Source: an optimization exercise on an open RTL-to-GDS flow (aim: small area and a short achievable clock period). Production flows keep margins and buffers that such runs may drop. Where RTL was checked, it was by simulation tests only, not by an equivalence proof against the original. No activity file was given, so power comes from the tool's default toggle rates.

Setup of run 4:
==> module alu, before the edit <==
module alu
(
    input  wire logic [DATA_W-1:0] i_p,
    input  wire logic [DATA_W-1:0] i_g,
    input  wire logic              i_cin,
    input  wire logic              i_slt,
    input  wire logic              i_shl,
    input  wire logic              i_shr,
    input  wire logic [2:0]        i_shamt_lo,
    input  wire logic              i_fill,
    output logic [DATA_W-1:0]      o_sum,       
    output logic                   o_slt_bit,
    output logic                   o_zero
);
    logic [DATA_W:0] gt [0:5];
    logic [DATA_W:0] pt [0:5];
    logic [DATA_W-1:0] c, w, sh, pp, t;
    always_comb begin
        gt[0] = {i_g, i_cin};
        pt[0] = {i_p, 1'b0};
        for (int l = 0; l < 5; l++) begin
            for (int i = 0; i <= DATA_W; i++) begin
                if ((i >> l) & 1) begin
                    gt[l+1][i] = gt[l][i] | (pt[l][i] & gt[l][((i >> l) << l) - 1]);
                    pt[l+1][i] = pt[l][i] & pt[l][((i >> l) << l) - 1];
                end else begin
                    gt[l+1][i] = gt[l][i];
                    pt[l+1][i] = pt[l][i];
                end
            end
        end
    end
    assign c = gt[5][DATA_W-1:0];    
    logic [DATA_W-1:0] w1, w2;
    assign w1 = i_shamt_lo[0] ? {i_p[DATA_W-2:0], i_fill}      : i_p;
    assign w2 = i_shamt_lo[1] ? {w1[DATA_W-3:0], {2{i_fill}}}  : w1;
    assign w  = i_shamt_lo[2] ? {w2[DATA_W-5:0], {4{i_fill}}}  : w2;
    always_comb begin
        for (int i = 0; i < DATA_W; i++) sh[i] = i_shr ? w[DATA_W-1-i] : w[i];
    end
    assign pp    = sh;    
    assign o_sum = pp ^ c;
    assign o_slt_bit = i_p[DATA_W-1] ? !c[DATA_W-1] : i_g[DATA_W-1];
    logic z_sum, z_shift;
    always_comb begin
        t[0] = i_cin;
        for (int i = 1; i < DATA_W; i++) t[i] = i_p[i-1] | i_g[i-1];
    end
    assign z_sum = (i_p == t);
    logic [6:0] keep_hi;
    always_comb begin
        for (int i = 0; i < 7; i++) keep_hi[i] = (i_shamt_lo <= 3'(6 - i));    
    end
    assign z_shift = ~|i_p[24:0] & ~|(i_p[31:25] & keep_hi);
    assign o_zero = i_slt ? !o_slt_bit : (i_shl | i_shr) ? z_shift : z_sum;
endmodule
==> module execute_stage, before the edit <==
module execute_stage
(
    input  wire logic              i_flush,
    input  wire logic [DATA_W-1:0] i_pc,
    input  wire logic [DATA_W-1:0] i_rs_data,
    input  wire logic [DATA_W-1:0] i_rt_data,
    input  wire logic [DATA_W-1:0] i_imm,
    input  wire logic [REG_W-1:0]  i_rt,
    input  wire logic [REG_W-1:0]  i_rd,
    input  wire logic [WB_W-1:0]   i_wb_ctrl,
    input  wire logic [MEM_W-1:0]  i_mem_ctrl,
    input  wire logic [5:0]        i_ex_ctrl,
    output logic [DATA_W-1:0]      o_p,
    output logic [DATA_W-1:0]      o_g,
    output logic                   o_cin,
    output logic                   o_slt,
    output logic                   o_shl,        
    output logic                   o_shr,        
    output logic [2:0]             o_shamt_lo,
    output logic                   o_fill,       
    output logic [REG_W-1:0]       o_write_reg,
    output logic [WB_W-1:0]        o_wb_ctrl,
    output logic [MEM_W-1:0]       o_mem_ctrl,
    output logic [29:0]            o_pcb_sum,    
    output logic [1:0]             o_pcb_co      
);
    exec_pkg::ex_ctrl_t ex_ctrl;
    logic [DATA_W-1:0]  a, b, rb, v, coarse;
    logic [1:0]         k;
    logic op_add, op_sub, op_slt, op_and, op_or, op_xor, op_nor, op_lui;
    logic op_sll, op_srl, op_sra, op_right, fill;
    assign ex_ctrl     = i_flush ? 6'd0 : i_ex_ctrl;
    assign o_wb_ctrl   = i_flush ? '0 : i_wb_ctrl;
    assign o_mem_ctrl  = i_flush ? '0 : i_mem_ctrl;
    assign o_write_reg = ex_ctrl.reg_dst ? i_rd : i_rt;
    alu_control u_alu_control (
        .i_alu_op (ex_ctrl.alu_op),
        .i_funct  (i_imm[5:0]),
        .o_add    (op_add),
        .o_sub    (op_sub),
        .o_slt    (op_slt),
        .o_and    (op_and),
        .o_or     (op_or),
        .o_xor    (op_xor),
        .o_nor    (op_nor),
        .o_lui    (op_lui),
        .o_sll    (op_sll),
        .o_srl    (op_srl),
        .o_sra    (op_sra)
    );
    assign a  = i_rs_data;
    assign b  = ex_ctrl.alu_src ? i_imm : i_rt_data;
    assign op_right = op_srl | op_sra;
    assign fill     = i_imm[0] & b[DATA_W-1];
    assign k        = i_imm[10:9];
    always_comb begin
        for (int i = 0; i < DATA_W; i++) rb[i] = b[DATA_W-1-i];
    end
    assign v = i_imm[1] ? rb : b;
    always_comb begin
        case (k)
            2'd0: coarse = v;
            2'd1: coarse = {v[DATA_W-9:0],  {8{fill}}};
            2'd2: coarse = {v[DATA_W-17:0], {16{fill}}};
            default: coarse = {v[DATA_W-25:0], {24{fill}}};
        endcase
    end
    logic              t_ne, t_11, t_00, t_ga, t_gs;
    logic [DATA_W-1:0] u, w, pl, gl;
    assign t_ne = op_add | op_xor | op_or;
    assign t_11 = op_sub | op_and | op_or;
    assign t_00 = op_sub | op_nor;
    assign t_ga = op_add;     
    assign t_gs = op_sub;     
    always_comb begin
        for (int i = 0; i < DATA_W; i++) begin
            u[i]  = a[i] ? t_11 : t_ne;     
            w[i]  = a[i] ? t_ne : t_00;     
            pl[i] = b[i] ? u[i] : w[i];
            gl[i] = a[i] & (b[i] ? t_ga : t_gs);
        end
    end
    always_comb begin
        o_p = pl
            | ({DATA_W{op_lui}} & {b[15:0], 16'h0})
            | ({DATA_W{op_sll | op_right}} & coarse);
        o_g = gl;
    end
    assign o_cin      = op_sub;
    assign o_slt      = op_slt;
    assign o_shl      = op_sll;
    assign o_shr      = op_right;
    assign o_shamt_lo = (op_sll | op_right) ? i_imm[8:6] : 3'd0;
    assign o_fill     = fill;
    logic [29:0] pa, pb, pg, pp, pgt, ppt, pc_c;
    assign pa = i_pc[31:2];
    assign pb = i_imm[29:0];
    assign pg = pa & pb;
    assign pp = pa ^ pb;
    always_comb begin
        pgt = pg;
        ppt = pp;
        for (int l = 0; l < 4; l++) begin
            for (int i = 29; i >= 0; i--) begin
                if ((i % 10) >= (1 << l)) begin
                    pgt[i] = pgt[i] | (ppt[i] & pgt[i - (1 << l)]);
                    ppt[i] = ppt[i] & ppt[i - (1 << l)];
                end
            end
        end
        for (int i = 0; i < 30; i++) pc_c[i] = ((i % 10) == 0) ? 1'b0 : pgt[i-1];
    end
    assign o_pcb_sum = pp ^ pc_c;
    assign o_pcb_co  = {pgt[19], pgt[9]};
endmodule
==> flow/config.mk <==
export PLATFORM = sky130hd
export DESIGN_NAME = execute_top
export DESIGN_NICKNAME = execute_top
export VERILOG_FILES = /design/flow/design.v
export SDC_FILE = /design/flow/constraint.sdc
export NUM_CORES = 4
export LEC_CHECK = 0
export CAP_MARGIN = 20
export CORE_MARGIN = 2
export CORE_UTILIZATION = 40
export CTS_CLUSTER_DIAMETER = 100
export CTS_CLUSTER_SIZE = 24
export SETUP_SLACK_MARGIN = 3.2
export SLEW_MARGIN = 20
==> flow/constraint.sdc <==
create_clock -name core_clock -period 6.0 [get_ports {i_clk}]
set_input_delay 1.2000 -clock core_clock [delete_from_list [all_inputs] [get_ports {i_clk}]]
set_output_delay 1.2000 -clock core_clock [all_outputs]
set_load 0.01 [all_outputs]
standard.sh (not shown) runs the stock make flow with config.mk's settings and CLKGATE_MAP_FILE= SYNTH_SCRIPT=/design/flow/synth_recipe.tcl, a recipe that flattens the netlist after the stock synthesis.
==> flow/flow/run.sh <==
#!/bin/bash
# The standard layout (the standard.sh: standard synthesis, floorplan,
# placement, CTS, routing), with one change: the buffers placed on the
# ports are the platform's smallest plain buffer, sky130_fd_sc_hd__buf_1,
# instead of the resizer's default pick (a 10 um2 delay buffer). Timing
# repair still upsizes any port buffer on a critical path.
set -euo pipefail
export BUFFER_PORTS_ARGS="-buffer_cell sky130_fd_sc_hd__buf_1"
bash standard.sh > standard.log 2>&1
Setup changes, run 4 to run 2
-- flow/design.v --
<<< run 4, line 123
    logic [DATA_W:0] gt [0:5];
    logic [DATA_W:0] pt [0:5];
    logic [DATA_W-1:0] c, w, sh, pp, t;
    always_comb begin
        gt[0] = {i_g, i_cin};
>>> run 2, line 123
    logic [DATA_W:0] gt [0:5];
    logic [DATA_W:0] pt [0:5];
    logic [DATA_W-1:0] c, w, pp, t;
    always_comb begin
        gt[0] = {i_g, i_cin};
<<< run 4, line 144
    assign w2 = i_shamt_lo[1] ? {w1[DATA_W-3:0], {2{i_fill}}}  : w1;
    assign w  = i_shamt_lo[2] ? {w2[DATA_W-5:0], {4{i_fill}}}  : w2;
    always_comb begin
        for (int i = 0; i < DATA_W; i++) sh[i] = i_shr ? w[DATA_W-1-i] : w[i];
    end
    assign pp    = sh;    
    assign o_sum = pp ^ c;
    assign o_slt_bit = i_p[DATA_W-1] ? !c[DATA_W-1] : i_g[DATA_W-1];
>>> run 2, line 144
    assign w2 = i_shamt_lo[1] ? {w1[DATA_W-3:0], {2{i_fill}}}  : w1;
    assign w  = i_shamt_lo[2] ? {w2[DATA_W-5:0], {4{i_fill}}}  : w2;
    logic sel_n;
    assign sel_n = !(i_shl | i_shr);
    always_comb begin
        for (int i = 0; i < DATA_W; i++)
            pp[i] = (i_shl & w[i]) | (i_shr & w[DATA_W-1-i]) | (sel_n & i_p[i]);
    end
    assign o_sum = pp ^ c;
    assign o_slt_bit = i_p[DATA_W-1] ? !c[DATA_W-1] : i_g[DATA_W-1];
<<< run 4, line 318
    assign o_shl      = op_sll;
    assign o_shr      = op_right;
    assign o_shamt_lo = (op_sll | op_right) ? i_imm[8:6] : 3'd0;
    assign o_fill     = fill;
    logic [29:0] pa, pb, pg, pp, pgt, ppt, pc_c;
>>> run 2, line 320
    assign o_shl      = op_sll;
    assign o_shr      = op_right;
    assign o_shamt_lo = i_imm[8:6];
    assign o_fill     = fill;
    logic [29:0] pa, pb, pg, pp, pgt, ppt, pc_c;
==> run notes <==
Diff run 4 -> run 2: final cell count without fillers went up; met1 track demand over resource picked up an extra 1.2 points; overall power consumption +240 µW; sequential cell area about even; switching power as a share of total power increased 0.94 points. Post-layout instance area (run 2 vs. run 4) increases by a few percent.
For run 4, only the layout was checked, not whether the RTL still works.

-- separate check: timing with driven ports --
The flow's constraints put no driver on any port. The routed layouts listed below were extracted and timed again, unchanged, in two steps.
Step 1 assumes that a clkbuf_16 drives the clock port and a buf_2 every other input.
Step 2 also shifts input and output timing later by t, the mid clock arrival at the registers, as if the neighbouring blocks saw the same clock.
a / b / c = no drivers / after step 1 / after step 2; a / b = the first two.
| run | t (ns) | setup slack, ns | pins driven straight from the clock port |
|---|---|---|---|
| run 4 | 0.560 | 2.867 / 2.880 / 2.319 | 1 |
| run 2 | 0.564 | 3.189 / 3.214 / 2.650 | 1 |
After both steps setup and hold are still met in every run listed. The setup slack of run 4, which loses most, moves by +0.013 ns with the drivers and by -0.548 ns with both steps.
